Context: an optimization exercise on an open-source flow, tuned for small area. The choices shown serve that exercise and are no tape-out recipe.
Function was checked by simulation only, so behaviour that the tests miss may differ from the original.
Power and IR drop assume default switching activity.

run A:
==> flow/design.v <==
module rf_hold #(
    parameter int unsigned W = 32
) (
    input  logic [W-1:0] q,
    input  logic [W-1:0] wdx,
    input  logic         we,
    input  logic         nwe,
    output logic [W-1:0] d
);
    assign d = ~((q | {W{we}}) & (wdx | {W{nwe}}));
endmodule
module rf_oai22 (
    input  logic a1, a2, b1, b2,
    output logic y
);
    assign y = ~((a1 | a2) & (b1 | b2));
endmodule
module rf_nor2 (
    input  logic a, b,
    output logic y
);
    assign y = ~(a | b);
endmodule
module rf_nand4 (
    input  logic a, b, c, d,
    output logic y
);
    assign y = ~(a & b & c & d);
endmodule
module rf_fin (
    input  logic r0, r1,
    input  logic h,
    output logic y
);
    assign y = (~(r0 | r1)) ^ h;
endmodule
module rf_red16 (
    input  logic [15:0] p,
    input  logic        h,
    output logic        y
);
    logic [7:0] q;
    logic [1:0] r;
    for (genvar k = 0; k < 8; k++) begin : g_q
        rf_nor2 u_q (.a(p[2*k]), .b(p[2*k+1]), .y(q[k]));
    end
    for (genvar j = 0; j < 2; j++) begin : g_r
        rf_nand4 u_r (.a(q[4*j]), .b(q[4*j+1]), .c(q[4*j+2]), .d(q[4*j+3]), .y(r[j]));
    end
    rf_fin u_f (.r0(r[0]), .r1(r[1]), .h(h), .y(y));
endmodule
module rf_rdbit (
    input  logic [30:0] s,
    input  logic [30:0] nsel,
    input  logic        h,
    output logic        y
);
    logic [15:0] p;
    for (genvar k = 0; k < 15; k++) begin : g_p
        rf_oai22 u_p (.a1(s[2*k]), .a2(nsel[2*k]), .b1(s[2*k+1]), .b2(nsel[2*k+1]), .y(p[k]));
    end
    assign p[15] = ~(s[30] | nsel[30]);
    rf_red16 u_r (.p(p), .h(h), .y(y));
endmodule
module reg_file #(
    parameter int unsigned DATA_WIDTH = 32,
    parameter int unsigned ADDR_WIDTH = 5,
    parameter int unsigned NUM_REGS   = 32
) (
    input  logic                  clk,
    input  logic                  rst_n,
    input  logic                  reg_write,
    input  logic [ADDR_WIDTH-1:0] write_addr,
    input  logic [DATA_WIDTH-1:0] write_data,
    input  logic [ADDR_WIDTH-1:0] read_addr1,
    input  logic [ADDR_WIDTH-1:0] read_addr2,
    output logic [DATA_WIDTH-1:0] read_data1,
    output logic [DATA_WIDTH-1:0] read_data2
);
    logic [DATA_WIDTH-1:0] regs [1:NUM_REGS-1];
    logic [DATA_WIDTH-1:0] regs_d [1:NUM_REGS-1];
    logic [NUM_REGS-1:1]   valid;
    logic                  phase;
    logic [NUM_REGS-1:1]   we;
    logic [DATA_WIDTH-1:0] wdx;
    always_comb begin
        for (int unsigned i = 1; i < NUM_REGS; i++) begin
            we[i] = reg_write && (write_addr == ADDR_WIDTH'(i));
        end
    end
    assign wdx = write_data ^ {DATA_WIDTH{phase}};
    always_ff @(posedge clk or negedge rst_n) begin
        if (!rst_n) begin
            phase <= 1'b0;
            valid <= '0;
        end else begin
            phase <= ~phase;
            valid <= valid | we;
        end
    end
    for (genvar i = 1; i < NUM_REGS; i++) begin : g_hold
        rf_hold #(.W(DATA_WIDTH)) u_hold (
            .q(regs[i]), .wdx(wdx), .we(we[i]), .nwe(~we[i]), .d(regs_d[i])
        );
    end
    always_ff @(posedge clk) begin
        for (int unsigned i = 1; i < NUM_REGS; i++) begin
            regs[i] <= regs_d[i];
        end
    end
    logic [NUM_REGS-1:1] nsel1, nsel2;
    logic                h1, h2;
    logic [NUM_REGS-1:0] valid_ext;
    assign valid_ext = {valid, 1'b0};
    always_comb begin
        for (int unsigned i = 1; i < NUM_REGS; i++) begin
            nsel1[i] = !(valid[i] && (read_addr1 == ADDR_WIDTH'(i)));
            nsel2[i] = !(valid[i] && (read_addr2 == ADDR_WIDTH'(i)));
        end
        h1 = phase | !valid_ext[read_addr1];
        h2 = phase | !valid_ext[read_addr2];
    end
    for (genvar b = 0; b < DATA_WIDTH; b++) begin : g_rd
        logic [NUM_REGS-1:1] col;
        for (genvar i = 1; i < NUM_REGS; i++) begin : g_col
            assign col[i] = regs[i][b];
        end
        rf_rdbit u_rd1 (.s(col), .nsel(nsel1), .h(h1), .y(read_data1[b]));
        rf_rdbit u_rd2 (.s(col), .nsel(nsel2), .h(h2), .y(read_data2[b]));
    end
endmodule
==> flow/config.mk <==
export PLATFORM = sky130hd
export DESIGN_NAME = reg_file
export DESIGN_NICKNAME = reg_file
export VERILOG_FILES = /design/flow/design.v
export SDC_FILE = /design/flow/constraint.sdc
export NUM_CORES = 4
export LEC_CHECK = 0
export CAP_MARGIN = 10
export CORE_MARGIN = 2
export CORE_UTILIZATION = 50
export GPL_TIMING_DRIVEN = 0
export PLACE_DENSITY = 0.55
export SETUP_SLACK_MARGIN = 0.2
export SLEW_MARGIN = 10
export SYNTH_HIERARCHICAL = 1
==> flow/constraint.sdc <==
create_clock -name core_clock -period 5.0 [get_ports {clk}]
set_input_delay 1.0000 -clock core_clock [delete_from_list [all_inputs] [get_ports {clk}]]
set_output_delay 1.0000 -clock core_clock [all_outputs]
set_load 0.01 [all_outputs]
standard.sh (not shown) runs the stock make flow with config.mk's settings and CLKGATE_MAP_FILE= SYNTH_SCRIPT=/design/flow/synth_recipe.tcl, a recipe that flattens the netlist after the stock synthesis.
==> flow/flow/run.sh <==
#!/bin/bash
# Layout flow: the standard ORFS flow (standard.sh) with extra ORFS
# variables that trim area overhead:
#  - remove the buffers ABC inserted before placement (the resizer re-buffers
#    only where needed),
#  - plain buf_1 cells as the port buffers,
#  - post-placement repair_design limited to buffers up to buf_4
#    and gate upsizing of XOR/XNOR (flow/pre_resize.tcl); later timing repair is unrestricted,
#  - clock tree: larger sink clusters driven by clkbuf_16, no dummy loads,
# ORFS writes each tool's full log under orfs/logs/; make's own output goes to
# flow_make.log in the work folder.
set -euo pipefail
here=$(pwd)
bash standard.sh \
  REMOVE_ABC_BUFFERS=1 \
  "BUFFER_PORTS_ARGS=-buffer_cell sky130_fd_sc_hd__buf_1" \
  "PRE_RESIZE_TCL=$here/flow/pre_resize.tcl" \
  "CTS_ARGS=-sink_clustering_enable -repair_clock_nets -dont_use_dummy_load -sink_clustering_size 24 -sink_clustering_max_diameter 150 -buf_list {sky130_fd_sc_hd__clkbuf_16}" \
  finish > flow_make.log 2>&1
==> flow/flow/pre_resize.tcl <==
# Sourced by ORFS before the post-placement repair_design step. That step
# otherwise fixes every long, high-fanout net with the largest buffers in the
# library, or by upsizing the driving gate to its largest size; capping both
# here leaves the timing-critical nets to the later repair_timing steps, which
# size only where slack demands it.
set_dont_use {
  sky130_fd_sc_hd__buf_6 sky130_fd_sc_hd__buf_8 sky130_fd_sc_hd__buf_12
  sky130_fd_sc_hd__buf_16 sky130_fd_sc_hd__bufbuf_8 sky130_fd_sc_hd__bufbuf_16
  sky130_fd_sc_hd__clkbuf_8 sky130_fd_sc_hd__clkbuf_16
  sky130_fd_sc_hd__xor2_2 sky130_fd_sc_hd__xor2_4
  sky130_fd_sc_hd__xnor2_2 sky130_fd_sc_hd__xnor2_4
}
## Diff of input files: run B against run A
Settings: SETUP_SLACK_MARGIN: 0.2 -> 0.1.
Results
The flow for run B finished, though final verification flagged setup timing. Comparing run A with run B, the worst vdd rail ir drop came out essentially unchanged. Run B against run A: total number of vias neither gained nor lost much, post-layout utilization of the core now smaller, tightest slew margin relative to the limit moved up, data arrival at the endpoint of the critical path went up by 0.20 ns.
The inputs of run C differ from those of run B as listed below.
Settings: swapping 0.55 for 0.65 in PLACE_DENSITY; swapping 0.1 for 0.3 in SETUP_SLACK_MARGIN; swapping 50 for 60 in CORE_UTILIZATION.
Having completed the whole flow, run C delivered a layout that passed the timing, design-rule and antenna checks.
Going from run B to run C, detailed-router iteration count before antenna repair now sits higher; total setup violations reported at the end of the flow shows a reduction of 1; post-route setup TNS up 0.053 ns; sum of routed wire segments on met1 dropped 9.0 mm.
### run C -> run D
Settings: changing PLACE_DENSITY from 0.65 to 0.45; changing CORE_UTILIZATION from 60 to 40.
--- a/flow/flow/run.sh
+++ b/flow/flow/run.sh
@@ -18 +18 @@
-  "CTS_ARGS=-sink_clustering_enable -repair_clock_nets -dont_use_dummy_load -sink_clustering_size 24 -sink_clustering_max_diameter 150 -buf_list {sky130_fd_sc_hd__clkbuf_16}" \
+  "CTS_ARGS=-sink_clustering_enable -repair_clock_nets -dont_use_dummy_load -sink_clustering_size 20 -sink_clustering_max_diameter 120 -buf_list {sky130_fd_sc_hd__clkbuf_16}" \
==> comparison <==
- Summary of the comparison: global-route usage is lower in run D, relative to run C.
- Run D against run C: worst vdd rail ir drop saw a decrease, wire length per cell after detailed routing saw an increase, routed wire length saw an increase.
### run D -> run E
Settings: SETUP_SLACK_MARGIN changed from 0.3 to 0.25; PLACE_DENSITY changed from 0.45 to 0.65; CORE_UTILIZATION changed from 40 to 50.
--- a/flow/flow/run.sh
+++ b/flow/flow/run.sh
@@ -18 +18 @@
-  "CTS_ARGS=-sink_clustering_enable -repair_clock_nets -dont_use_dummy_load -sink_clustering_size 20 -sink_clustering_max_diameter 120 -buf_list {sky130_fd_sc_hd__clkbuf_16}" \
+  "CTS_ARGS=-sink_clustering_enable -repair_clock_nets -dont_use_dummy_load -sink_clustering_size 24 -sink_clustering_max_diameter 150 -buf_list {sky130_fd_sc_hd__clkbuf_16}" \
==> comparison <==
- Run E vs run D: number of buffers inserted by post-CTS setup repair down by more than half
- Clock period minus worst slack on run E is behind run D.
- On share of synthesized flip-flops with an asynchronous set or reset, run E and run D are basically level.
- The lower total via count after detailed routing came out of run D.
Edits applied to the flow inputs when going from run E to run F:
Settings: a change of SETUP_SLACK_MARGIN from 0.25 to 0.3; a change of CORE_UTILIZATION from 50 to 40; a change of PLACE_DENSITY from 0.65 to 0.45.
--- a/flow/flow/run.sh
+++ b/flow/flow/run.sh
@@ -8 +8 @@
-#    and gate upsizing of XOR/XNOR (flow/pre_resize.tcl); later timing repair is unrestricted,
+#    (flow/pre_resize.tcl); later timing repair is unrestricted,
@@ -18 +18 @@
-  "CTS_ARGS=-sink_clustering_enable -repair_clock_nets -dont_use_dummy_load -sink_clustering_size 24 -sink_clustering_max_diameter 150 -buf_list {sky130_fd_sc_hd__clkbuf_16}" \
+  "CTS_ARGS=-sink_clustering_enable -repair_clock_nets -dont_use_dummy_load -sink_clustering_size 20 -sink_clustering_max_diameter 120 -buf_list {sky130_fd_sc_hd__clkbuf_16}" \
--- a/flow/flow/pre_resize.tcl
+++ b/flow/flow/pre_resize.tcl
@@ -3,3 +3,2 @@
-# library, or by upsizing the driving gate to its largest size; capping both
-# here leaves the timing-critical nets to the later repair_timing steps, which
-# size only where slack demands it.
+# library; capping the buffer size there leaves the timing-critical nets to
+# the later repair_timing steps, which size only where slack demands it.
@@ -10,2 +8,0 @@
-  sky130_fd_sc_hd__xor2_2 sky130_fd_sc_hd__xor2_4
-  sky130_fd_sc_hd__xnor2_2 sky130_fd_sc_hd__xnor2_4
[summary]
- The lower count of buffer and inverter cells on the critical path came out of run F.
- Going from run E to run F, total half-perimeter wirelength after legalization and detailed placement grows by 14%.
- Looking at amount of wire on met2 after detailed routing, run F sits above run E.
- Final instance area delta (run F − run E): unfavourable
- Summary: with run E as the reference, total power in run F moved up by a few percent.
- Re relative area of non-clock buffer cells in the final design: run E and run F aren't equal, and the lower value belongs to run E.

static timing again, ports no longer ideal:
The flow's constraints put no driver on any port. The routed layouts listed below were extracted and timed again, unchanged, in two steps.
Step 1, drivers: a clkbuf_16 drives clk and a buf_2 each remaining input, both assumed.
Step 2, shift: input delay + t, output delay - t, t = (earliest + latest rising clock arrival at the registers) / 2. This alone moves slack from input paths to output paths.
Slacks: ideal / step 1 / step 2; pairs: ideal / step 1.
run	shift t [ns]	setup WS [ns]	hold WS [ns]	clock arrival spread, ns	pins driven straight from the clock port
run A	0.696	0.146 / 0.117 / 0.117	0.438 / 0.395 / 0.475	0.029 / 0.028	1
run B	0.702	-0.053 / -0.074 / -0.074	0.439 / 0.391 / 0.474	0.028 / 0.028	1
run C	0.714	0.180 / 0.131 / 0.131	0.414 / 0.366 / 0.474	0.039 / 0.039	1
run D	0.750	0.293 / 0.254 / 0.254	0.375 / 0.325 / 0.473	0.048 / 0.048	1
run E	0.705	0.174 / 0.150 / 0.150	0.428 / 0.382 / 0.472	0.056 / 0.056	1
run F	0.754	0.237 / 0.207 / 0.207	0.366 / 0.311 / 0.473	0.053 / 0.053	1
The setup slack of run C, which loses most, moves by -0.049 ns with the drivers and by -0.049 ns with both steps.
